From an optimization exercise on the open Yosys and OpenROAD flow, aimed at small area and a short achievable clock period; shortcuts taken in it are not production practice.
In this exercise RTL edits were held to simulation tests only and were not proved equivalent to the original.
Power figures rest on the tool's default switching activity, not on a simulated workload.

$ cat flow/run.sh
#!/bin/bash
# synth_recipe.tcl (not shown) runs the flow's synth.tcl, then flattens the netlist and writes it again
# the make line also repeats each setting of config.mk as NAME=value (left out here)
make -C /OpenROAD-flow-scripts/flow DESIGN_CONFIG=/design/flow/config.mk WORK_HOME=/design/flow/orfs CLKGATE_MAP_FILE= SYNTH_SCRIPT=/design/flow/synth_recipe.tcl finish
$ cat flow/config.mk
export PLATFORM = sky130hd
export DESIGN_NAME = dataPath
export DESIGN_NICKNAME = dataPath
export VERILOG_FILES = /design/flow/design.v
export SDC_FILE = /design/flow/constraint.sdc
export NUM_CORES = 4
export LEC_CHECK = 0
export CAP_MARGIN = 20
export CORE_MARGIN = 2
export CORE_UTILIZATION = 45
export CTS_BUF_LIST = sky130_fd_sc_hd__clkbuf_8
export PLACE_DENSITY = 0.52
export SETUP_SLACK_MARGIN = 2.5
export SLEW_MARGIN = 20
export SYNTH_HIERARCHICAL = 1
$ cat flow/constraint.sdc
create_clock -name core_clock -period 11.5 [get_ports {clock}]
set_input_delay 2.3000 -clock core_clock [delete_from_list [all_inputs] [get_ports {clock}]]
set_output_delay 2.3000 -clock core_clock [all_outputs]
set_load 0.01 [all_outputs]
$ cat flow/design.v
package dataPathPkg;
	typedef logic [32-1:0] wordT;  
	typedef logic [5-1:0] regAddrT;  
	typedef enum logic [3:0] {
		passA    = 4'd0,   
		incA     = 4'd1,   
		addAB    = 4'd2,   
		addAB1   = 4'd3,   
		addANotB = 4'd4,   
		subAB    = 4'd5,   
		decA     = 4'd6,   
		andAB    = 4'd7,   
		orAB     = 4'd8,   
		xorAB    = 4'd9,   
		notA     = 4'd10,  
		passB    = 4'd11,  
		shrB     = 4'd12,  
		shlB     = 4'd13   
	} funcSelT;  
	typedef struct packed {
		logic overflow;  
		logic carry;     
		logic negative;  
		logic zero;      
	} statusT;
endpackage
import dataPathPkg::*;
module rfLoadMux (
	input logic load,
	input logic loadN,  
	input logic d,
	input logic q,
	output logic y
);
	assign y = (load & d) | (loadN & q);
endmodule
module rfReadAoi3 (
	input logic [2:0] sel,
	input logic [2:0] d,
	output logic yN
);
	assign yN = !((sel[0] & d[0]) | (sel[1] & d[1]) | (sel[2] & d[2]));
endmodule
module rfReadAoi2 (
	input logic [1:0] sel,
	input logic [1:0] d,
	output logic yN
);
	assign yN = !((sel[0] & d[0]) | (sel[1] & d[1]));
endmodule
module rfReadAoi1 (
	input logic sel,
	input logic d,
	output logic yN
);
	assign yN = !(sel & d);
endmodule
module rfReadBitA (
	input logic [30:0] sel,
	input logic [30:0] d,
	output logic y
);
	logic [10:0] partN;
	for (genvar g = 0; g < 10; g++) begin : genAoi
		rfReadAoi3 aoi (.sel(sel[3*g +: 3]), .d(d[3*g +: 3]), .yN(partN[g]));
	end
	rfReadAoi1 aoiLast (.sel(sel[30]), .d(d[30]), .yN(partN[10]));
	assign y = !(&partN);
endmodule
module rfReadBitB (
	input logic [31:0] sel,
	input logic [31:0] d,
	output logic y
);
	logic [10:0] partN;
	for (genvar g = 0; g < 10; g++) begin : genAoi
		rfReadAoi3 aoi (.sel(sel[3*g +: 3]), .d(d[3*g +: 3]), .yN(partN[g]));
	end
	rfReadAoi2 aoiLast (.sel(sel[31:30]), .d(d[31:30]), .yN(partN[10]));
	assign y = !(&partN);
endmodule
module registerFile (
	input logic clock,
	input logic rstN,
	input logic [32-1:0] writeData,  
	input logic [5-1:0] writeAddr,  
	input logic writeEn,  
	input logic [5-1:0] selA,  
	input logic [5-1:0] selB,  
	input logic useConstant,  
	input logic [32-1:0] constantIn,
	output logic [32-1:0] busA,  
	output logic [32-1:0] busB  
);
	logic [31-1:0][32-1:0] store;
	logic [31-1:0][32-1:0] storeNext;
	logic [31-1:0] valid;
	logic [31-1:0] loadEn;
	logic [31-1:0] loadEnN;
	logic [30:0] hitA;  
	logic [31:0] hitB;  
	for (genvar i = 0; i < 31; i++) begin : genStore
		assign loadEn[i] = writeEn && (writeAddr == 5'(i));
		assign loadEnN[i] = !loadEn[i];
		always_ff @(posedge clock or negedge rstN) begin
			if (!rstN) begin
				valid[i] <= 1'b0;
			end else if (loadEn[i]) begin
				valid[i] <= 1'b1;
			end
		end
		for (genvar b = 0; b < 32; b++) begin : genBit
			rfLoadMux loadMux (
				.load(loadEn[i]),
				.loadN(loadEnN[i]),
				.d(writeData[b]),
				.q(store[i][b]),
				.y(storeNext[i][b])
			);
		end
		assign hitA[i] = valid[i] && (selA == 5'(i));
		assign hitB[i] = valid[i] && !useConstant && (selB == 5'(i));
	end
	always_ff @(posedge clock) begin
		store <= storeNext;
	end
	assign hitB[31] = useConstant;
	for (genvar b = 0; b < 32; b++) begin : genRead
		logic [31:0] col;
		for (genvar i = 0; i < 31; i++) begin : genCol
			assign col[i] = store[i][b];
		end
		assign col[31] = constantIn[b];
		rfReadBitA readA (.sel(hitA), .d(col[30:0]), .y(busA[b]));
		rfReadBitB readB (.sel(hitB), .d(col), .y(busB[b]));
	end
endmodule
import dataPathPkg::*;
module fuMergeT (
	input logic gHi,
	input logic pHi,
	input logic gLo,
	input logic pLo,
	output logic gN,
	output logic pN
);
	assign gN = !(gHi | (pHi & gLo));
	assign pN = !(pHi & pLo);
endmodule
module fuMergeTG (
	input logic gHi,
	input logic pHi,
	input logic gLo,
	output logic gN
);
	assign gN = !(gHi | (pHi & gLo));
endmodule
module fuMergeN (
	input logic gHiN,
	input logic pHiN,
	input logic gLoN,
	input logic pLoN,
	output logic g,
	output logic p
);
	assign g = !(gHiN & (pHiN | gLoN));
	assign p = !(pHiN | pLoN);
endmodule
module fuMergeNG (
	input logic gHiN,
	input logic pHiN,
	input logic gLoN,
	output logic g
);
	assign g = !(gHiN & (pHiN | gLoN));
endmodule
module functionUnit (
	input dataPathPkg::funcSelT funcSel,
	input logic [32-1:0] operandA,
	input logic [32-1:0] operandB,
	output logic [32-1:0] result,
	output dataPathPkg::statusT status
);
	localparam int msb = 32 - 1;
	localparam int levels = 5;  
	logic xWhenB1, xWhenB0;  
	logic carryIn;
	logic isAdd;  
	logic usesProp, usesGen, isPassB, isShr, isShl;  
	always_comb begin
		xWhenB1 = 1'b0;
		xWhenB0 = 1'b0;
		carryIn = 1'b0;
		isAdd = 1'b0;
		usesProp = 1'b0;
		usesGen = 1'b0;
		isPassB = 1'b0;
		isShr = 1'b0;
		isShl = 1'b0;
		case (funcSel)
			incA: begin
				isAdd = 1'b1;
				carryIn = 1'b1;
			end
			addAB: begin
				isAdd = 1'b1;
				xWhenB1 = 1'b1;
			end
			addAB1: begin
				isAdd = 1'b1;
				xWhenB1 = 1'b1;
				carryIn = 1'b1;
			end
			addANotB: begin
				isAdd = 1'b1;
				xWhenB0 = 1'b1;
			end
			subAB: begin
				isAdd = 1'b1;
				xWhenB0 = 1'b1;
				carryIn = 1'b1;
			end
			decA: begin
				isAdd = 1'b1;
				xWhenB1 = 1'b1;
				xWhenB0 = 1'b1;
			end
			andAB: begin
				xWhenB1 = 1'b1;
				usesGen = 1'b1;
			end
			orAB: begin
				xWhenB1 = 1'b1;
				usesProp = 1'b1;
				usesGen = 1'b1;
			end
			xorAB: begin
				xWhenB1 = 1'b1;
				usesProp = 1'b1;
			end
			notA: begin
				xWhenB1 = 1'b1;
				xWhenB0 = 1'b1;
				usesProp = 1'b1;
			end
			passB: isPassB = 1'b1;
			shrB: isShr = 1'b1;
			shlB: isShl = 1'b1;
			default: usesProp = 1'b1;  
		endcase
	end
	logic [32-1:0] addend;
	logic [32-1:0] prop, gen;
	for (genvar i = 0; i < 32; i++) begin : genInput
		assign addend[i] = operandB[i] ? xWhenB1 : xWhenB0;
	end
	assign prop = operandA ^ addend;
	assign gen = operandA & addend;
	function automatic int lastMerge(input int bitIdx, input int lvl);
		int m;
		m = 0;  
		for (int k = 0; k < 6; k++) begin
			if ((1 << k) < bitIdx + 1) m = k + 1;
		end
		lastMerge = (m < lvl) ? m : lvl;
	endfunction
	logic [32-1:0] gx [0:levels];
	logic [32-1:0] px [0:levels];
	logic [32:0] carry;
	assign gx[0] = {gen[msb:1], gen[0] | (prop[0] & carryIn)};
	assign px[0] = prop;
	for (genvar l = 1; l <= levels; l++) begin : genLevel
		localparam int span = 1 << (l - 1);
		for (genvar i = 0; i < 32; i++) begin : genBit
			if (i < span) begin : genPass
				assign gx[l][i] = gx[l-1][i];
				assign px[l][i] = px[l-1][i];
			end else begin : genMerge
				localparam int j = i - span;
				localparam bit loFlip = ((lastMerge(j, l - 1) % 2) != ((l - 1) % 2));
				logic gLo;
				assign gLo = loFlip ? !gx[l-1][j] : gx[l-1][j];
				if (l % 2 == 1) begin : genT
					if (j < span) begin : genG
						fuMergeTG m (.gHi(gx[l-1][i]), .pHi(px[l-1][i]), .gLo(gLo), .gN(gx[l][i]));
						assign px[l][i] = 1'b0;
					end else begin : genGP
						fuMergeT m (.gHi(gx[l-1][i]), .pHi(px[l-1][i]), .gLo(gLo),
							.pLo(px[l-1][j]), .gN(gx[l][i]), .pN(px[l][i]));
					end
				end else begin : genN
					if (j < span) begin : genG
						fuMergeNG m (.gHiN(gx[l-1][i]), .pHiN(px[l-1][i]), .gLoN(gLo), .g(gx[l][i]));
						assign px[l][i] = 1'b0;
					end else begin : genGP
						fuMergeN m (.gHiN(gx[l-1][i]), .pHiN(px[l-1][i]), .gLoN(gLo),
							.pLoN(px[l-1][j]), .g(gx[l][i]), .p(px[l][i]));
					end
				end
			end
		end
	end
	assign carry[0] = carryIn;
	for (genvar i = 1; i <= 32; i++) begin : genCarry
		if (lastMerge(i - 1, levels) % 2 == 1) begin : genInv
			assign carry[i] = !gx[levels][i-1];
		end else begin : genTrue
			assign carry[i] = gx[levels][i-1];
		end
	end
	logic [32-1:0] otherResult;
	logic [32-1:0] bShr, bShl;  
	assign bShr = {1'b0, operandB[msb:1]};
	assign bShl = {operandB[msb-1:0], 1'b0};
	assign otherResult = ({32{usesProp}} & prop) | ({32{usesGen}} & gen) |
		({32{isPassB}} & operandB) | ({32{isShr}} & bShr) |
		({32{isShl}} & bShl);
	assign result = ({32{isAdd}} & (prop ^ carry[msb:0])) | otherResult;
	logic addZero;
	always_comb begin
		addZero = (prop[0] == carryIn);
		for (int i = 1; i < 32; i++) begin
			addZero = addZero & (prop[i] == (prop[i-1] | gen[i-1]));
		end
	end
	always_comb begin
		status.overflow = isAdd && !prop[msb] && (carry[msb] != operandA[msb]);
		status.carry = (isAdd && carry[32]) || (isShr && operandB[0]) ||
			(isShl && operandB[msb]);
		status.negative = result[msb];
		status.zero = isAdd ? addZero : (otherResult == '0);
	end
endmodule
import dataPathPkg::*;
module operandRouter (
	input logic loadExternal,
	input logic [32-1:0] dataIn,
	input logic [32-1:0] funcResult,
	output logic [32-1:0] rfWriteData
);
	assign rfWriteData = loadExternal ? dataIn : funcResult;
endmodule
import dataPathPkg::*;
module dataPath (
	input logic clock,
	input logic rstN,
	input logic [4:0] destAddr,
	input logic [4:0] srcAddrA,
	input logic [4:0] srcAddrB,
	input logic writeEn,
	input logic useConstant,
	input logic [31:0] constantIn,
	input logic [3:0] funcSel,
	input logic loadExternal,
	input logic [31:0] dataIn,
	output logic [31:0] addressOut,
	output logic [31:0] dataOut,
	output logic [31:0] result,
	output logic [3:0] status  
);
	logic [32-1:0] operandA;
	logic [32-1:0] operandB;  
	logic [32-1:0] funcResult;
	logic [3:0] funcStatus;  
	logic [32-1:0] rfWriteData;
	operandRouter router0 (
		.loadExternal(loadExternal),
		.dataIn(dataIn),
		.funcResult(funcResult),
		.rfWriteData(rfWriteData)
	);
	registerFile regs0 (
		.clock(clock),
		.rstN(rstN),
		.writeData(rfWriteData),
		.writeAddr(destAddr),
		.writeEn(writeEn),
		.selA(srcAddrA),
		.selB(srcAddrB),
		.useConstant(useConstant),
		.constantIn(constantIn),
		.busA(operandA),
		.busB(operandB)
	);
	functionUnit fu0 (
		.funcSel(funcSel),
		.operandA(operandA),
		.operandB(operandB),
		.result(funcResult),
		.status(funcStatus)
	);
	assign addressOut = operandA;  
	assign dataOut = operandB;
	assign result = funcResult;
	assign status = funcStatus;
endmodule
==> impl_metrics.ini, run 1 <==
[critical_path]
path_class = input port to primary output
crit_family = simple AND/OR/NAND/NOR gates
end_kind = primary output
required_ps = 9200
r2r_end = regs0.store[317]
reg2reg_from = regs0.valid[12]
max_stage_delay_ps = 760
cp_max_fo = 6
crit_buf_inv = 6
cp_cell_sequence = buf_12 > and2_4 > and3_4 > buf_12 > a222oi_1 > nand4_1 > or3_4 > nand2_2 > o21a_4 > inv_2 > ha_4 > a21oi_4 > buf_6 > o21ai_4 > a21oi_4 > buf_6 > o21ai_2 > a21oi_2 > xnor2_1 > a21o_1 > buf_2
slowest_stage = nand4_1
reg2reg_depth = 18
arrival_ps = 7020
reg2reg_slack_ps = 5550
startpoint_type = input port

[layout]
stdcell_count = 6030
drive_gt1_frac = 0.242
nNetsFinal = 4735
syn2layout_area_growth_pct = 26.8

[clock_tree]
numCtsBuffers = 170
insertion_delay_ps = 910
cts_tree = done
root_buffer = clkbuf_8
cts_htree_levels = 4
clk_pin_slew_ps = 60
cts_sinks = 1023
cts_buffer_depth = 3
hold_buffers = 0

[pwr]
p_leak_nw = 22.9
finalPower_w = 0.0112
power_density_nw_per_um2 = 196
vdd_drop_max_v = 0.000129

[yosys]
ys.flop_type = dfxtp_1
synth_common_cells = 992 x a22o_1, 992 x dfxtp_1, 640 x a222oi_1, 152 x nand2_1, 141 x nand4_1
synth_compound_area_frac = 0.400
yosysSeqAreaShare = 0.460
synth.yosys.warnings = 12
synthCells = 3934
syn_nets = 4086
synth_edf_count = 0
synth-simple-area-share = 0.0777
synth_mux_area_frac = 0.0177
synth_fa_ha_area_frac = 0.0180
synth_cell_types = 68
synth_top_family_by_area = compound AO/OA/AOI/OAI gates
syn_area_um2 = 44900
synth_top_area_share = 0.442
async_flop_share = 0.0303
ys_seq_elements = 1023
synth_xor_area_frac = 0.0123
yosysTopAreaCell = dfxtp_1
avgSynthCellArea_um2 = 11.4
yosys-top-cells-area = dfxtp_1 44%, a22o_1 19%, a222oi_1 14%

[floorplanning]
die_area_um2 = 102000
initial_utilization = 0.455
dieHeight_um = 320
io_pins = 188
row_count = 115
coreArea_um2 = 98700
die_w_um = 320

[route]
via_per_inst = 8.21
wl_met3_um = 46000
wl_met2_um = 101000
drcViolationCount = 0
wl_met1_um = 101000
routedWlPerCell_um = 44.8
first_pass_iters = 17
maxUsedRoutingLayer = met5
ant_nets = 0
drt-initial-drc-count = 13600
wirelength_um = 270000
vias = 49500

[outcome]
status = finished clean

[placed_design]
io_buffers = 187
dp_cells = 5504
dp_hpwl_um = 160000
place_congestion = 1.08

[timing]
tns_ps = 0
hold_viol = 0
clock_skew_ps = 38.7
relSlewSlack = 0.126
fin_crit_sh = 0.811
max_freq_mhz = 107
drv_slew = 0
finalCriticalPeriod_ps = 9320
finalSetupViolCount = 0
rsz0062_at_grt = true
whs_ps = 490
worst_pin_slew_ps = 1310

[flow_run]
maxCapViolations = 0

[min_path]
holdPathEnd = regs0.valid[17]
min_path_type = flip-flop to flip-flop
min_path_cells = 1
hold_start = regs0.valid[17]

[global_routing]
grt_usage = 0.497
gr-total-overflow = 0
grt_pass1_vias = 44600
antenna_found_initial = 28
grt_max_degree = 42
grt_pass1_wl_um = 361000
==> worst register-to-register path: cells and delay by family (launching register included) <==
family                   cells  cell delay (ps)
AO/OA/AOI/OAI                9             1760
XOR/XNOR                     1              140
adder cells (fa/ha/maj)      1              260
buffers and inverters        2              180
flip-flops                   1              620
multiplexers                 1              870
AND/OR/NAND/NOR              4             2030
==> sequential cells by signal, summed over array words and instances (netlist names) <==
register / flops
regs0.store: 992
regs0.valid: 31
==> how the worst max path moves through the flow <==
| stage | from | endpoint | cells after the start |
|---|---|---|---|
| after floorplan | srcAddrA[4] | result[31] | 14 |
| after global placement | srcAddrB[1] | result[16] | 18 |
| after detailed placement | srcAddrB[4] | result[16] | 19 |
| after CTS | srcAddrB[2] | result[29] | 20 |
| after global routing | srcAddrA[3] | result[29] | 18 |
| final | srcAddrB[0] | result[27] | 21 |
==> cell families (layout without fill, tap and decap cells) <==
logic type	after synthesis	in the layout
simple gates	635	654
other cells	0	31
xor+xnor	63	63
flops	1023	1023
mux	64	65
fa+ha+maj	64	64
compound gates	1958	1959
buf+inv	127	884
==> placed cells by master, fill, tap and decap left out, types with 17 or more instances in the layout <==
| cell type | netlist | routed |
|---|---|---|
| a21o_1 | 60 | 49 |
| nand4_1 | 141 | 141 |
| o21ai_4 | 0 | 23 |
| buf_4 | 7 | 274 |
| a222oi_1 | 640 | 640 |
| diode_2 | 0 | 31 |
| a21oi_2 | 75 | 44 |
| buf_12 | 3 | 40 |
| mux2_4 | 30 | 30 |
| xnor2_1 | 21 | 17 |
| o21ai_2 | 44 | 34 |
| a22oi_2 | 32 | 32 |
| a221o_1 | 27 | 27 |
| or3_4 | 0 | 45 |
| nand2_2 | 0 | 42 |
| nand3_1 | 69 | 69 |
| mux2i_1 | 32 | 31 |
| dfrtp_1 | 31 | 31 |
| dfxtp_1 | 992 | 992 |
| a22o_1 | 992 | 992 |
| or3_1 | 64 | 19 |
| ha_1 | 63 | 34 |
| clkdlybuf4s50_1 | 0 | 141 |
| inv_1 | 70 | 123 |
| and3_4 | 0 | 62 |
| nor2_4 | 0 | 50 |
| clkbuf_8 | 0 | 212 |
| xor2_1 | 42 | 37 |
| nand2_1 | 152 | 102 |
| o21a_1 | 31 | 30 |
| o2bb2ai_1 | 31 | 31 |
| a21oi_4 | 0 | 31 |
==> per-module statistics from Yosys, one instance, submodules excluded, excerpt <==
module        copies in the design  cell area [um^2]
rfReadAoi1                      32              3.75
fuMergeTG                       21              8.76
fuMergeNG                       10              5.00
fuMergeN                        44              12.5
rfReadBitA                      32              23.8
rfLoadMux                      992              8.76
registerFile                     1             22000
functionUnit                     1              3740
rfReadAoi2                      32              12.5
rfReadAoi3                     640              10.0
rfReadBitB                      32              23.8
==> per-layer routing <==
layer / vias to the layer above / track usage
li1: 19000 / -
met1: 24200 / 0.644
met2: 5148 / 0.650
met3: 1170 / 0.228
met4: 21 / 0.331
met5: - / 0.00520
==> metrics by stage <==
step | cell area [um^2] | utilization | setup WS [ps]
2_1_floorplan | 44900 | - | 2890
3_3_place_gp | 49700 | 0.504 | 295
3_5_place_dp | 49800 | 0.504 | 214
4_1_cts | 55900 | 0.566 | 2450
5_1_grt | 56900 | 0.576 | 2340
6_report | 56900 | 0.577 | 2180
==> what timing repair did <==
action,CTS,global route
gates resized for setup,431,124
pin swaps,154,102
setup buffers,128,38
cloned,17,8
endpoints found under the setup margin,36,31
==> where the power goes <==
| group | internal [W] | switching, W | leakage (nW) |
|---|---|---|---|
| logic | 0.00115 | 0.00152 | 12.3 |
| registers | 0.00436 | 0.000723 | 8.58 |
| clock network | 0.00180 | 0.00161 | 2.00 |
| total | 0.00731 | 0.00386 | 22.9 |
==> area by class of cell <==
cell class                 count  area [um^2]
antenna                       31         77.6
clock buffer                 212         2920
clock inverter                89          579
fill                        8332        41800
inverter                      70          265
multi-input combinational   2805        25900
sequential                  1023        20600
tap                         1287         1610
timing repair buffer         513         4910
==> run 2: changes to the inputs <==
--- a/flow/design.v
+++ b/flow/design.v
@@ -56,4 +56,16 @@
 	assign yN = !(sel & d);
 endmodule
+module rfReadAnd4 (
+	input logic [3:0] partN,
+	output logic allN
+);
+	assign allN = &partN;
+endmodule
+module rfReadAnd3 (
+	input logic [2:0] partN,
+	output logic allN
+);
+	assign allN = &partN;
+endmodule
 module rfReadBitA (
 	input logic [30:0] sel,
@@ -62,9 +74,13 @@
 );
 	logic [10:0] partN;
+	logic [2:0] groupN;
 	for (genvar g = 0; g < 10; g++) begin : genAoi
 		rfReadAoi3 aoi (.sel(sel[3*g +: 3]), .d(d[3*g +: 3]), .yN(partN[g]));
 	end
 	rfReadAoi1 aoiLast (.sel(sel[30]), .d(d[30]), .yN(partN[10]));
-	assign y = !(&partN);
+	rfReadAnd4 and0 (.partN(partN[3:0]), .allN(groupN[0]));
+	rfReadAnd4 and1 (.partN(partN[7:4]), .allN(groupN[1]));
+	rfReadAnd3 and2 (.partN(partN[10:8]), .allN(groupN[2]));
+	assign y = !(&groupN);
 endmodule
 module rfReadBitB (
@@ -74,9 +90,13 @@
 );
 	logic [10:0] partN;
+	logic [2:0] groupN;
 	for (genvar g = 0; g < 10; g++) begin : genAoi
 		rfReadAoi3 aoi (.sel(sel[3*g +: 3]), .d(d[3*g +: 3]), .yN(partN[g]));
 	end
 	rfReadAoi2 aoiLast (.sel(sel[31:30]), .d(d[31:30]), .yN(partN[10]));
-	assign y = !(&partN);
+	rfReadAnd4 and0 (.partN(partN[3:0]), .allN(groupN[0]));
+	rfReadAnd4 and1 (.partN(partN[7:4]), .allN(groupN[1]));
+	rfReadAnd3 and2 (.partN(partN[10:8]), .allN(groupN[2]));
+	assign y = !(&groupN);
 endmodule
 module registerFile (
==> flow/flow/run.sh (new file) <==
#!/bin/bash
# Layout flow: the standard synthesis unchanged, then the standard ORFS
# steps with two changes: ports are buffered with a plain buffer cell, and
# timing repair may resize cells across footprints. Each step's output goes
# to its own log file here; ORFS also keeps per-stage logs under orfs/logs.
set -euo pipefail
cd "$(dirname "$0")/.."

bash standard.sh synth > synth.log 2>&1

# the same make call as standard.sh, with the extra variables appended
sed 's|"\${@:-finish}"|MATCH_CELL_FOOTPRINT=0 "${@:-finish}"|' standard.sh > layout.sh
grep -q 'MATCH_CELL_FOOTPRINT=0' layout.sh

export BUFFER_PORTS_ARGS="-buffer_cell sky130_fd_sc_hd__buf_2"
bash layout.sh > layout.log 2>&1

test -s out/final.def
==> flow/standard.sh (new file) <==
#!/bin/bash
# synth_recipe.tcl (not shown) runs the flow's synth.tcl, then flattens the netlist and writes it again
# the make line also repeats each setting of config.mk as NAME=value (left out here)
make -C /OpenROAD-flow-scripts/flow DESIGN_CONFIG=/design/flow/config.mk WORK_HOME=/design/flow/orfs CLKGATE_MAP_FILE= SYNTH_SCRIPT=/design/flow/synth_recipe.tcl "${@:-finish}"
--- a/flow/config.mk
+++ b/flow/config.mk
@@ -10,4 +10,6 @@
 export CORE_UTILIZATION = 45
 export CTS_BUF_LIST = sky130_fd_sc_hd__clkbuf_8
+export CTS_CLUSTER_DIAMETER = 50
+export CTS_CLUSTER_SIZE = 12
 export PLACE_DENSITY = 0.52
 export SETUP_SLACK_MARGIN = 2.5
removed: flow/run.sh
==> run 2 against run 1 <==
Still clean. Fmax rose by 2.7%. Combinational power is 12% lower. Clock power is 19% lower. Non-clock buffer count decreased by 165. Critical endpoint is now result[26]. Sequential share of layout area up 2.6 points. Synthesized area up 0.71%. Via count fell by 5.2%. Clock skew is 33 ps higher. Highest routed layer unchanged. Clock-buffer cell count down 80.
==> impl_metrics.ini, run 2 <==
[yosys]
yosys-top-cells-area = dfxtp_1 44%, a22o_1 19%, a222oi_1 14%
ys.flop_type = dfxtp_1
synth_common_cells = 992 x a22o_1, 992 x dfxtp_1, 640 x a222oi_1, 152 x nand2_1, 129 x and4_1
synth_edf_count = 0
synthCells = 3934
syn_nets = 4086
ys_seq_elements = 1023
synth.yosys.warnings = 12
avgSynthCellArea_um2 = 11.5
yosysSeqAreaShare = 0.456
async_flop_share = 0.0303
synth_top_area_share = 0.439
yosysTopAreaCell = dfxtp_1
syn_area_um2 = 45200
synth_cell_types = 67

[clock_tree]
cts_sinks = 1023
insertion_delay_ps = 890
hold_buffers = 0
cts_htree_levels = 3
root_buffer = clkbuf_8
cts_tree = done
clk_pin_slew_ps = 80
numCtsBuffers = 119
cts_buffer_depth = 3

[timing]
finalCriticalPeriod_ps = 9080
rsz0062_at_grt = true
worst_pin_slew_ps = 1260
hold_viol = 0
max_freq_mhz = 110
finalSetupViolCount = 0
clock_skew_ps = 71.5
whs_ps = 501
tns_ps = 0
drv_slew = 0
relSlewSlack = 0.157
fin_crit_sh = 0.789

[route]
first_pass_iters = 15
ant_nets = 0
vias = 46900
drt-initial-drc-count = 11400
wirelength_um = 255000
via_per_inst = 8.10
drcViolationCount = 0
routedWlPerCell_um = 44.0

[critical_path]
max_stage_delay_ps = 470
cp_max_fo = 14
cp_cell_sequence = clkbuf_4 > nor4b_4 > buf_4 > and3_4 > buf_4 > a222oi_1 > and4_2 > nand3_2 > nand2_1 > o21a_1 > inv_1 > ha_2 > nand2_1 > nor2_2 > nand2_1 > o21ai_1 > a21oi_2 > xnor2_1 > a21o_1 > buf_2
arrival_ps = 6780
startpoint_type = input port
crit_buf_inv = 5
end_kind = primary output
slowest_stage = and4_2
required_ps = 9200
crit_family = simple AND/OR/NAND/NOR gates
cpMostUsedCell = nand2_1
path_class = input port to primary output

[flow_run]
maxCapViolations = 0

[layout]
largest_register_ffs = 992
drive_gt1_frac = 0.232
fill_cells = 8904
nNetsFinal = 4543
stdcell_count = 5793
largest-register = regs0.store
syn2layout_area_growth_pct = 17.5
top_regs = regs0.store: 992 flops, regs0.valid: 31 flops
layout_common_cells = 992 x a22o_1, 992 x dfxtp_1, 640 x a222oi_1

[min_path]
min_path_type = flip-flop to flip-flop

[floorplanning]
die_area_um2 = 103000
coreArea_um2 = 99900
row_count = 116
die_w_um = 321
io_pins = 188
dieHeight_um = 321
initial_utilization = 0.453

[global_routing]
grt_usage = 0.454
grt_use_met1 = 0.572
gr-max-usage-layer = met2
met3_usage = 0.171
antenna_found_initial = 26
grt_max_degree = 42
gr-usage-met2 = 0.647
grt_pass1_wl_um = 335000
grt_pass1_vias = 42000
gr-total-overflow = 0

[pwr]
vdd_drop_max_v = 0.000117
power_density_nw_per_um2 = 192
p_leak_nw = 20.7

[placed_design]
dp_cells = 5445
io_buffers = 187
place_congestion = 1.01
dp_hpwl_um = 143000

[outcome]
status = finished clean
run 2: cell types whose count changed after synthesis, sizes merged:
| cell | change |
|---|---|
| and3 | +64 |
| and4 | +128 |
| nand4 | -128 |
| or3 | -64 |
run 2: worst register-to-register path, cell delays in order (launching register included):
cell and delay [ps]:
dfrtp_1 580, and3_4 360, buf_4 250, a222oi_1 420, and4_1 540, nand3_1 390, inv_1 150, ha_2 350
a21oi_2 250, o21ai_2 130, a21oi_2 210, o21ai_2 140, a21oi_2 190, xnor2_1 140, a21o_1 240, mux2_2 890
a22o_1 360
run 2: final cells by class:
| class | count | area, um^2 | area share |
|---|---|---|---|
| sequential | 1023 | 20600 | 0.388 |
| clock buffer | 132 | 1820 | 0.0342 |
| timing repair buffer | 348 | 2450 | 0.0462 |
| antenna | 14 | 35.0 | 0.000659 |
| clock inverter | 79 | 706 | 0.0133 |
| tap | 1298 | 1620 | 0.0306 |
| inverter | 70 | 263 | 0.00495 |
| multi-input combinational | 2829 | 25600 | 0.482 |
run 2: final timing paths:
path / from / cells past startpoint / slack [ps] / end
max in group asynchronous: rstN / 1 / 9460 / regs0.valid[4]
setup / recovery: srcAddrB[3] / 20 / 2420 / result[26]
min in group asynchronous: rstN / 1 / 1500 / regs0.valid[7]
hold / removal: regs0.store[715] / 1 / 500 / regs0.store[715]
setup reg to reg: regs0.valid[18] / 16 / 5840 / regs0.store[573]
hold reg to reg: regs0.store[715] / 1 / 500 / regs0.store[715]
run 2: logic make-up (layout without fill, tap and decap cells):
family	count (synthesis)	count (layout)	synth area share
compound gates	1958	1958	0.397
buf+inv	127	629	0.0148
flops	1023	1023	0.456
other cells	0	14	0
fa+ha+maj	64	64	0.0179
mux	64	64	0.0175
xor+xnor	63	63	0.0122
simple gates	635	680	0.0842
run 2: where the power goes:
part	switching [W]	leakage, nW	total (W)	internal, W
sequential	0.000717	8.58	0.00507	0.00435
clock	0.00152	1.32	0.00277	0.00125
combinational	0.00141	10.8	0.00236	0.000951
run 2: Yosys stat by module (local to each module, per instance), a selection:
module | times used | flops+latches
fuMergeNG | 10 | 0
fuMergeT | 54 | 0
functionUnit | 1 | 0
rfLoadMux | 992 | 0
rfReadAnd4 | 128 | 0
rfReadAoi3 | 640 | 0
rfReadBitA | 32 | 0
rfReadBitB | 32 | 0
run 2: what timing repair did:
item / 4_1_cts / 5_1_grt
endpoints found under the setup margin: 33 / 27
pin swaps: 37 / 37
cloned: 29 / 16
buffers inserted: 33 / 42
resized for setup: 162 / 101
run 2: through the flow:
step | utilization | worst slack [ps] | instance area (um^2) | power, W
floorplan | - | 2810 | 45200 | 0.00629
global placement | 0.485 | 1610 | 48400 | 0.00718
detailed placement | 0.486 | 1670 | 48500 | 0.00720
CTS | 0.523 | 2480 | 52200 | 0.00998
global route | 0.532 | 2400 | 53100 | 0.0105
finish | 0.532 | 2420 | 53100 | 0.0102
run 2: per-layer routing:
layer,share of wire,wire (um)
met5,0.00036,92
met4,0.082,21000
met3,0.15,39200
met2,0.40,102000
met1,0.36,92600
==> run 3: changes to the inputs <==
--- a/flow/config.mk
+++ b/flow/config.mk
@@ -13,5 +13,5 @@
 export CTS_CLUSTER_SIZE = 12
 export PLACE_DENSITY = 0.52
-export SETUP_SLACK_MARGIN = 2.5
+export SETUP_SLACK_MARGIN = 3.0
 export SLEW_MARGIN = 20
 export SYNTH_HIERARCHICAL = 1
==> run 3 against run 2 <==
Total power up 3.6%. Global-route usage rose by 3.2 points. Final cell count is 1.1% higher. Worst setup slack better by 470 ps. First-iteration DRC count up 3.8%. Non-clock buffer count up 67. Clock-buffer cell count is 3 higher. Highest routed layer unchanged.
==> impl_metrics.ini, run 3 <==
[yosys]
yosysSeqAreaShare = 0.456
synth_common_cells = 992 x a22o_1, 992 x dfxtp_1, 640 x a222oi_1, 152 x nand2_1, 129 x and4_1
syn_area_um2 = 45200
synth_top_area_share = 0.439
synth.yosys.warnings = 12
ys_seq_elements = 1023
yosys-top-cells-area = dfxtp_1 44%, a22o_1 19%, a222oi_1 14%
yosysTopAreaCell = dfxtp_1
ys.flop_type = dfxtp_1
avgSynthCellArea_um2 = 11.5
async_flop_share = 0.0303
synthCells = 3934
synth_edf_count = 0
syn_nets = 4086
synth_cell_types = 67

[floorplanning]
coreArea_um2 = 99900
row_count = 116
die_area_um2 = 103000
die_w_um = 321
dieHeight_um = 321
initial_utilization = 0.453
io_pins = 188

[route]
first_pass_iters = 14
routedWlPerCell_um = 45.0
vias = 48100
ant_nets = 0
drt-initial-drc-count = 11900
wirelength_um = 264000
drcViolationCount = 0
via_per_inst = 8.22

[layout]
final_util = 0.559
largest_register_ffs = 992
syn2layout_area_growth_pct = 23.4
largest-register = regs0.store
fill_cells = 8658
nNetsFinal = 4619
layout_common_cells = 992 x a22o_1, 992 x dfxtp_1, 640 x a222oi_1
drive_gt1_frac = 0.278
top_regs = regs0.store: 992 flops, regs0.valid: 31 flops

[global_routing]
antenna_found_initial = 24
grt_max_degree = 42
gr-total-overflow = 0
grt_pass1_wl_um = 356000
grt_usage = 0.485
grt_pass1_vias = 43700

[pwr]
power.share.clock = 0.279
vdd_drop_max_v = 0.000135
power.internal_w = 0.00688
finalPower_w = 0.0106
switching_power_w = 0.00368
p_comb_frac = 0.240
power_density_nw_per_um2 = 189
p_leak_nw = 21.9
swShare = 0.348
sequentialPowerShare = 0.481

[placed_design]
dp_hpwl_um = 142000
io_buffers = 187
place_congestion = 1.01

[clock_tree]
clk_pin_slew_ps = 70
cts_sinks = 1023
insertion_delay_ps = 880
cts_buffer_depth = 3
cts_htree_levels = 3
numCtsBuffers = 116
hold_buffers = 0
root_buffer = clkbuf_8
cts_tree = done

[timing]
clock_skew_ps = 79.7
rsz0062_at_grt = true
max_freq_mhz = 116
relSlewSlack = 0.167
whs_ps = 500
finalSetupViolCount = 0
finalCriticalPeriod_ps = 8610
fin_crit_sh = 0.748
drv_slew = 0
tns_ps = 0
worst_pin_slew_ps = 1250
hold_viol = 0

[min_path]
min_path_cells = 1
min_path_type = flip-flop to flip-flop

[critical_path]
end_kind = primary output
reg2reg_from = regs0.valid[12]
arrival_ps = 6310
reg2reg_slack_ps = 6130
cp_max_fo = 8
required_ps = 9200
crit_start = useConstant
reg2reg_depth = 17
r2r_end = regs0.store[381]
path_class = input port to primary output
startpoint_type = input port
cp-endpoint = status[0]

[outcome]
status = finished clean

[flow_run]
maxCapViolations = 0
run 3: repair_timing:
item,4_1_cts,5_1_grt
gates cloned,56,4
pin swaps,118,116
setup buffers,106,43
setup endpoints to repair,35,29
gates resized for setup,470,180
run 3: routing by layer:
layer / track usage / share of wire
met5: 0.00567 / 0.00060
met4: 0.335 / 0.091
met3: 0.218 / 0.16
met2: 0.670 / 0.39
met1: 0.600 / 0.36
run 3: cell type report:
cell class | count | area (um^2) | area share
Sequential cell | 1023 | 20600 | 0.370
Inverter | 70 | 263 | 0.00471
Clock buffer | 135 | 1860 | 0.0333
Tap cell | 1298 | 1620 | 0.0291
Clock inverter | 62 | 812 | 0.0146
Multi-Input combinational cell | 2841 | 27100 | 0.485
Timing Repair Buffer | 415 | 3500 | 0.0626
Antenna cell | 10 | 25.0 | 0.000448
run 3: cell families after synthesis:
family,synth area share
buf+inv,0.0148
flops,0.456
compound gates,0.397
fa+ha+maj,0.0179
simple gates,0.0842
xor+xnor,0.0122
mux,0.0175
run 3: worst min path at each step:
stage | from | to | slack (ps)
final | regs0.store[730] | regs0.store[730] | 500
after global routing | regs0.store[692] | regs0.store[692] | 510
after CTS | regs0.store[800] | regs0.store[800] | 500
after detailed placement | regs0.valid[7] | regs0.valid[7] | 450
after global placement | regs0.valid[7] | regs0.valid[7] | 450
after floorplan | regs0.valid[30] | regs0.valid[30] | 430
run 3: power groups by stage:
stage | Clock, W | Combinational [W] | Sequential, W
3_5_place_dp | 0 | 0.00215 | 0.00503
6_report | 0.00295 | 0.00254 | 0.00507
5_1_grt | 0.00308 | 0.00261 | 0.00515
2_1_floorplan | 0 | 0.00143 | 0.00487
4_1_cts | 0.00293 | 0.00231 | 0.00501
3_3_place_gp | 0 | 0.00213 | 0.00503
run 3: per-module statistics from Yosys, one instance, submodules excluded, excerpt:
module	cells inside	cell area [um^2]
rfLoadMux	1	8.76
rfReadAoi3	1	10.0
fuMergeNG	1	5.00
rfReadBitB	1	5.00
functionUnit	467	3740
fuMergeTG	1	8.76
registerFile	1252	22000
operandRouter	36	544
fuMergeN	2	12.5
fuMergeT	2	12.5
rfReadBitA	1	5.00
rfReadAnd4	1	8.76
run 3: critical path, cell delays in order:
cell	delay, ps
buf_16	130
and4bb_4	310
and3_4	310
buf_12	200
a222oi_1	560
and4_4	380
nand3_4	140
o21a_1	250
inv_1	60
ha_2	310
a221o_1	370
nor4_2	300
nand4_1	280
o21ai_2	220
buf_2	150
run 3: stage by stage:
stage,setup slack (ps),cells,area [um^2]
after detailed placement,1730,5436,48500
after CTS,3000,5795,54500
after global routing,2940,5850,55800
after floorplan,3210,3934,45300
final,2890,5854,55800
after global placement,1690,5428,48300
==> run 4: changes to the inputs <==
--- a/flow/config.mk
+++ b/flow/config.mk
@@ -8,10 +8,10 @@
 export CAP_MARGIN = 20
 export CORE_MARGIN = 2
-export CORE_UTILIZATION = 45
+export CORE_UTILIZATION = 50
 export CTS_BUF_LIST = sky130_fd_sc_hd__clkbuf_8
 export CTS_CLUSTER_DIAMETER = 50
 export CTS_CLUSTER_SIZE = 12
-export PLACE_DENSITY = 0.52
-export SETUP_SLACK_MARGIN = 3.0
+export PLACE_DENSITY = 0.57
+export SETUP_SLACK_MARGIN = 2.5
 export SLEW_MARGIN = 20
 export SYNTH_HIERARCHICAL = 1
==> run 4 against run 3 <==
Still clean. Die area decreased by 9.9%. Core utilization increased by 2.6 points. Fmax fell by 4.6%. Wire length is 8.9% lower. Final cell count shrank 4.3%. Clock power shrank 7.5%. Worst setup slack got worse by 410 ps. Sequential power about the same. Clock skew grew 2.6 ps.
==> impl_metrics.ini, run 4 <==
[outcome]
status = finished clean

[pwr]
finalPower_w = 0.0101
vdd_drop_max_v = 0.000124
p_leak_nw = 20.5
power_density_nw_per_um2 = 192

[yosys]
synth_cell_types = 67
syn_nets = 4086
yosysSeqAreaShare = 0.456
avgSynthCellArea_um2 = 11.5
synth_common_cells = 992 x a22o_1, 992 x dfxtp_1, 640 x a222oi_1, 152 x nand2_1, 129 x and4_1
ys.flop_type = dfxtp_1
synthCells = 3934
yosysTopAreaCell = dfxtp_1
ys_seq_elements = 1023
syn_area_um2 = 45200
synth.yosys.warnings = 12
async_flop_share = 0.0303
synth_top_area_share = 0.439
synth_edf_count = 0
yosys-top-cells-area = dfxtp_1 44%, a22o_1 19%, a222oi_1 14%

[clock_tree]
cts_tree = done
numCtsBuffers = 114
insertion_delay_ps = 850
cts_sinks = 1023
cts_buffer_depth = 3
clk_pin_slew_ps = 70
cts_htree_levels = 3
root_buffer = clkbuf_8

[layout]
syn2layout_area_growth_pct = 16.3
layout_common_cells = 992 x a22o_1, 992 x dfxtp_1, 640 x a222oi_1
fill_cells = 7588
stdcell_count = 5604
drive_gt1_frac = 0.219
nNetsFinal = 4493
top_regs = regs0.store: 992 flops, regs0.valid: 31 flops
final_util = 0.585
largest-register = regs0.store
largest_register_ffs = 992

[route]
vias = 46600
via_per_inst = 8.32
drt-initial-drc-count = 11300
wirelength_um = 240000
wl_met2_um = 94300
routedWlPerCell_um = 42.9
wl_met3_um = 39400
ant_nets = 0
maxUsedRoutingLayer = met5
first_pass_iters = 14
wl_met1_um = 84900
drcViolationCount = 0

[timing]
hold_viol = 0
drv_slew = 0
finalCriticalPeriod_ps = 9020
relSlewSlack = 0.144
tns_ps = 0
max_freq_mhz = 111
finalSetupViolCount = 0
clock_skew_ps = 82.3
setup_ws_ps = 2480
rsz0062_at_grt = true
fin_crit_sh = 0.784
worst_pin_slew_ps = 1280

[floorplanning]
initial_utilization = 0.503
coreArea_um2 = 89900
dieHeight_um = 305
row_count = 110
die_area_um2 = 92900
io_pins = 188
die_w_um = 305

[global_routing]
grt_max_degree = 42
grt_pass1_wl_um = 328000
antenna_found_initial = 26
grt_usage = 0.485
gr-total-overflow = 0
grt_pass1_vias = 42400

[placed_design]
dp_worst_setup_slack_ps = 1690
place_congestion = 1.05
dp_hpwl_um = 134000
dp_cells = 5295
io_buffers = 187

[flow_run]
maxCapViolations = 0

[critical_path]
cp-endpoint = status[0]
crit_start = srcAddrA[2]
r2r_end = regs0.store[31]
cp_max_fo = 16
reg2reg_slack_ps = 5870
reg2reg_depth = 17
startpoint_type = input port
path_class = input port to primary output
reg2reg_from = regs0.valid[12]
required_ps = 9200
arrival_ps = 6720
end_kind = primary output

[min_path]
min_path_type = flip-flop to flip-flop
## run 4: changes by cell type in the layout (fill, tap and decap cells not counted), moves of 17 or more
cell     delta
nor2_4     -17
and3_4     -21
a21oi_4    -19
a21oi_2    +19
nand2_1    +37
and4_1     +66
nand2_2    -36
ha_4       -25
buf_4      -71
nand3_4    -29
and4_4     -58
buf_12     -18
ha_1       +23
## run 4: per-stage QoR
| stage | instance area (um^2) | hold WS [ps] |
|---|---|---|
| 2_1_floorplan | 45200 | 433 |
| 3_3_place_gp | 48000 | 449 |
| 3_5_place_dp | 48000 | 454 |
| 4_1_cts | 51700 | 490 |
| 5_1_grt | 52600 | 510 |
| 6_report | 52600 | 501 |
## run 4: worst min-delay path by stage
stage | from | to | slack (ps) | cells past startpoint
final | regs0.valid[24] | regs0.valid[24] | 500 | 1
after global routing | regs0.store[333] | regs0.store[333] | 510 | 1
after CTS | regs0.valid[26] | regs0.valid[26] | 490 | 1
after detailed placement | regs0.valid[10] | regs0.valid[10] | 450 | 1
after global placement | regs0.valid[2] | regs0.valid[2] | 450 | 1
after floorplan | regs0.valid[0] | regs0.valid[0] | 430 | 1
## run 4: cell type report
cell class	count	area, um^2	share of cell area
Antenna cell	15	37.5	0.000714
Clock buffer	131	1800	0.0343
Clock inverter	57	617	0.0117
Inverter	70	263	0.00500
Multi-Input combinational cell	2825	25600	0.487
Sequential cell	1023	20600	0.392
Tap cell	1176	1470	0.0280
Timing Repair Buffer	307	2160	0.0411
## run 4: logic make-up after synthesis
family	share of synthesized area
compound gates	0.397
flops	0.456
simple gates	0.0842
buf+inv	0.0148
mux	0.0175
fa+ha+maj	0.0179
xor+xnor	0.0122
## run 4: timing repair
| item | 4_1_cts | 5_1_grt |
|---|---|---|
| setup endpoints to repair | 32 | 28 |
| hold buffers | 0 | 0 |
| gates resized for setup | 145 | 131 |
| pin swaps | 43 | 33 |
| gates cloned | 37 | 4 |
| setup buffers | 31 | 30 |
## run 4: report_power, final
| part | leakage [nW] | total, W | internal [W] | switching [W] |
|---|---|---|---|---|
| registers | 8.58 | 0.00506 | 0.00435 | 0.000704 |
| logic | 10.6 | 0.00231 | 0.000941 | 0.00137 |
| clock network | 1.28 | 0.00273 | 0.00128 | 0.00145 |
## run 4: Yosys stat by module, one instance, submodules excluded, excerpt
module,times used,flops+latches,cells inside
fuMergeT,54,0,2
rfReadAoi3,640,0,1
rfLoadMux,992,0,1
fuMergeTG,21,0,1
fuMergeN,44,0,2
rfReadAnd3,64,0,1
fuMergeNG,10,0,1
rfReadAnd4,128,0,1
rfReadAoi1,32,0,1
rfReadAoi2,32,0,1
operandRouter,1,0,36
rfReadBitA,32,0,1
registerFile,1,1023,1252
rfReadBitB,32,0,1
## run 4: worst max-delay path, cell delays in order
cell	delay, ps
buf_2	220
nor3_4	520
and3_4	610
a222oi_1	210
and4_1	340
nand3_1	560
inv_1	100
ha_1	420
a221o_1	380
nor4_1	420
nand4_1	200
o21ai_1	240
buf_2	180
## run 4: metal layers
layer | track usage | up-vias
met4 | 0.345 | 14
met2 | 0.675 | 4377
met3 | 0.213 | 1116
met1 | 0.595 | 22700
met5 | 0.0150 | -
li1 | - | 18500
==> run 5: changes to the inputs <==
--- a/flow/flow/run.sh
+++ b/flow/flow/run.sh
@@ -1,6 +1,7 @@
 #!/bin/bash
 # Layout flow: the standard synthesis unchanged, then the standard ORFS
-# steps with two changes: ports are buffered with a plain buffer cell, and
-# timing repair may resize cells across footprints. Each step's output goes
+# steps with three changes: ports are buffered with a plain buffer cell,
+# timing repair may resize cells across footprints, and timing-driven global
+# placement weights critical nets more heavily. Each step's output goes
 # to its own log file here; ORFS also keeps per-stage logs under orfs/logs.
 set -euo pipefail
@@ -14,4 +15,5 @@
 
 export BUFFER_PORTS_ARGS="-buffer_cell sky130_fd_sc_hd__buf_2"
+export GLOBAL_PLACEMENT_ARGS="-timing_driven_net_weight_max 20 -timing_driven_nets_percentage 60"
 bash layout.sh > layout.log 2>&1
 
==> run 5 against run 4 <==
The run now fails in 5_1_grt. Synthesized area is the same. Synthesized cell count stayed put.
==> impl_metrics.ini, run 5 <==
[clock_tree]
cts_htree_levels = 3
root_buffer = clkbuf_8
numCtsBuffers = 107
cts_sinks = 1023
hold_buffers = 0
cts_buffer_depth = 3

[yosys]
synth_edf_count = 0
yosysSeqAreaShare = 0.456
synth.yosys.warnings = 12
synth_cell_types = 67
async_flop_share = 0.0303
yosysTopAreaCell = dfxtp_1
ys_seq_elements = 1023
ys.flop_type = dfxtp_1
syn_nets = 4086
syn_area_um2 = 45200
synth_common_cells = 992 x a22o_1, 992 x dfxtp_1, 640 x a222oi_1, 152 x nand2_1, 129 x and4_1
synth_top_area_share = 0.439
synthCells = 3934
avgSynthCellArea_um2 = 11.5
yosys-top-cells-area = dfxtp_1 44%, a22o_1 19%, a222oi_1 14%

[global_routing]
grt_pass1_vias = 58900
grt_usage = 0.893
grt_max_degree = 43
gr-total-overflow = 1817
grt_pass1_wl_um = 596000

[placed_design]
io_buffers = 187
place_congestion = 1.48
dp_hpwl_um = 262000
placed_cell_area_um2 = 48200

[outcome]
error = [ERROR GRT-0116] Global routing finished with congestion. Check the congestion regions in the DRC Viewer.
status = aborted with a tool error
lastStage = 5_1_grt

[floorplanning]
io_pins = 188
row_count = 110
die_w_um = 305
initial_utilization = 0.503
dieHeight_um = 305
==> run 5: per-layer routing <==
metal	GRT overflow	GRT usage
met1	79	0.913
met2	1029	1.01
met3	91	0.791
met4	603	0.864
met5	15	0.440
==> run 5: repair_timing <==
action                     4_1_cts
pin swaps                        3
buffers inserted                 4
setup endpoints to repair       25
resized for setup               61
cloned                           3
==> run 5: power by group through the flow <==
stage,logic [W],registers (W),clock network [W]
after floorplan,0.00143,0.00487,0
after global placement,0.00218,0.00651,0
after detailed placement,0.00221,0.00634,0
after CTS,0.00222,0.00628,0.00224
==> run 5: worst min-delay path by stage <==
stage                                start               end
after floorplan             regs0.valid[0]    regs0.valid[0]
after global placement    regs0.store[319]  regs0.store[319]
after detailed placement  regs0.store[319]  regs0.store[319]
after CTS                 regs0.store[319]  regs0.store[319]
==> run 5: stage by stage <==
stage               cells  setup WS (ps)   util
CTS                  5465           2450  0.560
floorplan            3934           2810      -
global placement     5311           2020  0.536
detailed placement   5313           2050  0.536
==> run 5: cells by family after synthesis <==
family          Yosys count  synth area share
compound gates         1958             0.397
flops                  1023             0.456
simple gates            635            0.0842
buf+inv                 127            0.0148
mux                      64            0.0175
fa+ha+maj                64            0.0179
xor+xnor                 63            0.0122
==> run 5: per-module statistics from Yosys, one instance, submodules excluded, a selection <==
module / flops+latches / area (um^2) / cells / times used
registerFile: 1023 / 22000 / 1252 / 1
functionUnit: 0 / 3740 / 467 / 1
operandRouter: 0 / 544 / 36 / 1
fuMergeN: 0 / 12.5 / 2 / 44
fuMergeT: 0 / 12.5 / 2 / 54
rfReadAoi2: 0 / 12.5 / 1 / 32
rfReadAoi3: 0 / 10.0 / 1 / 640
fuMergeTG: 0 / 8.76 / 1 / 21
rfLoadMux: 0 / 8.76 / 1 / 992
rfReadAnd4: 0 / 8.76 / 1 / 128
rfReadAnd3: 0 / 6.26 / 1 / 64
fuMergeNG: 0 / 5.00 / 1 / 10
rfReadBitA: 0 / 5.00 / 1 / 32
rfReadBitB: 0 / 5.00 / 1 / 32
rfReadAoi1: 0 / 3.75 / 1 / 32
==> run 6: changes to the inputs <==
--- a/flow/config.mk
+++ b/flow/config.mk
@@ -8,9 +8,9 @@
 export CAP_MARGIN = 20
 export CORE_MARGIN = 2
-export CORE_UTILIZATION = 50
+export CORE_UTILIZATION = 45
 export CTS_BUF_LIST = sky130_fd_sc_hd__clkbuf_8
 export CTS_CLUSTER_DIAMETER = 50
 export CTS_CLUSTER_SIZE = 12
-export PLACE_DENSITY = 0.57
+export PLACE_DENSITY = 0.52
 export SETUP_SLACK_MARGIN = 2.5
 export SLEW_MARGIN = 20
==> run 6 against run 5 <==
The run again fails in 5_1_grt. Synthesized area unchanged. Synthesized cell count unchanged.
==> impl_metrics.ini, run 6 <==
[clock_tree]
cts_buffer_depth = 3
root_buffer = clkbuf_8
numCtsBuffers = 103
cts_htree_levels = 3
cts_sinks = 1023
hold_buffers = 0

[yosys]
ys_seq_elements = 1023
yosysTopAreaCell = dfxtp_1
syn_area_um2 = 45200
syn_nets = 4086
synth_common_cells = 992 x a22o_1, 992 x dfxtp_1, 640 x a222oi_1, 152 x nand2_1, 129 x and4_1
ys.flop_type = dfxtp_1
yosysSeqAreaShare = 0.456
yosys-top-cells-area = dfxtp_1 44%, a22o_1 19%, a222oi_1 14%
async_flop_share = 0.0303
avgSynthCellArea_um2 = 11.5
synth_top_area_share = 0.439
synth.yosys.warnings = 12
synth_edf_count = 0
synthCells = 3934
synth_cell_types = 67

[global_routing]
grt_max_degree = 43
grt_pass1_vias = 58100
gr-total-overflow = 1190
grt_usage = 0.833
grt_pass1_wl_um = 608000

[outcome]
error = [ERROR GRT-0116] Global routing finished with congestion. Check the congestion regions in the DRC Viewer.
lastStage = 5_1_grt
status = aborted with a tool error

[floorplanning]
row_count = 116
die_w_um = 321
dieHeight_um = 321
io_pins = 188
initial_utilization = 0.453

[placed_design]
place_congestion = 1.44
placed_cell_area_um2 = 48400
dp_hpwl_um = 276000
io_buffers = 187
==> run 6: cell counts after synthesis <==
No cell type changed its count.
==> run 6: kinds of logic after synthesis <==
logic type / share of synthesized area
XOR/XNOR: 0.0122
buffers and inverters: 0.0148
AND/OR/NAND/NOR: 0.0842
adder cells (fa/ha/maj): 0.0179
flip-flops: 0.456
AO/OA/AOI/OAI: 0.397
multiplexers: 0.0175
==> run 6: how the worst min path moves through the flow <==
stage | slack [ps] | start | to
floorplan | 430 | regs0.valid[0] | regs0.valid[0]
global placement | 560 | regs0.store[856] | regs0.store[856]
detailed placement | 540 | regs0.store[856] | regs0.store[856]
CTS | 560 | regs0.store[856] | regs0.store[856]
==> run 6: layer usage <==
layer | track usage | GRT overflow
met1 | 0.872 | 13
met2 | 0.961 | 749
met3 | 0.708 | 19
met4 | 0.754 | 407
met5 | 0.398 | 2
==> run 6: per-module statistics from Yosys, one instance, submodules excluded, excerpt <==
module | area [um^2] | copies in the design | flip-flops and latches
fuMergeNG | 5.00 | 10 | 0
rfReadAnd4 | 8.76 | 128 | 0
registerFile | 22000 | 1 | 1023
rfReadAoi3 | 10.0 | 640 | 0
rfReadBitB | 5.00 | 32 | 0
fuMergeT | 12.5 | 54 | 0
rfReadAnd3 | 6.26 | 64 | 0
rfReadBitA | 5.00 | 32 | 0
==> run 6: power groups by stage <==
stage	clock [W]	sequential, W	combinational (W)
after floorplan	0	0.00487	0.00143
after global placement	0	0.00659	0.00220
after detailed placement	0	0.00642	0.00224
after CTS	0.00214	0.00636	0.00225
==> run 6: metrics by stage <==
stage,util,setup slack (ps),cells
after global placement,0.485,1810,5437
after CTS,0.506,2430,5594
after floorplan,-,2810,3934
after detailed placement,0.485,1740,5438
==> run 6: what timing repair did <==
item,CTS
setup buffers,6
pin swaps,10
cloned,10
endpoints found under the hold margin,0
gates resized for setup,77
setup endpoints to repair,29

what the ideal ports hide:
The results above use ideal ports. As a check the final layouts listed here were re-extracted and re-timed, cells and wires unchanged. Step 1 sets driving cells, clkbuf_16 on the clock port and buf_2 on the other inputs (assumed; they add their load-dependent delay and slew). Step 2 times the ports against the registers' clock, not the clock port: input delays grow and output delays shrink by t, the midpoint of the rising clock arrivals with the driver on. a / b / c = ideal / step 1 / step 2; a / b = the first two.
run	t (ns)	slack for setup (ns)	clock arrival spread, ns	slew at the worst register clock pin (ns)
run 1	0.966	2.177 / 2.084 / 2.084	0.038 / 0.039	0.07 / 0.07
run 2	0.921	2.422 / 2.247 / 2.247	0.072 / 0.072	0.09 / 0.09
run 3	0.915	2.892 / 2.620 / 2.620	0.080 / 0.080	0.09 / 0.09
run 4	0.882	2.479 / 2.362 / 2.362	0.082 / 0.082	0.09 / 0.09
After both steps every run listed still meets setup and hold. The setup slack of run 3, which loses most, moves by -0.272 ns with the drivers and by -0.272 ns with both steps.
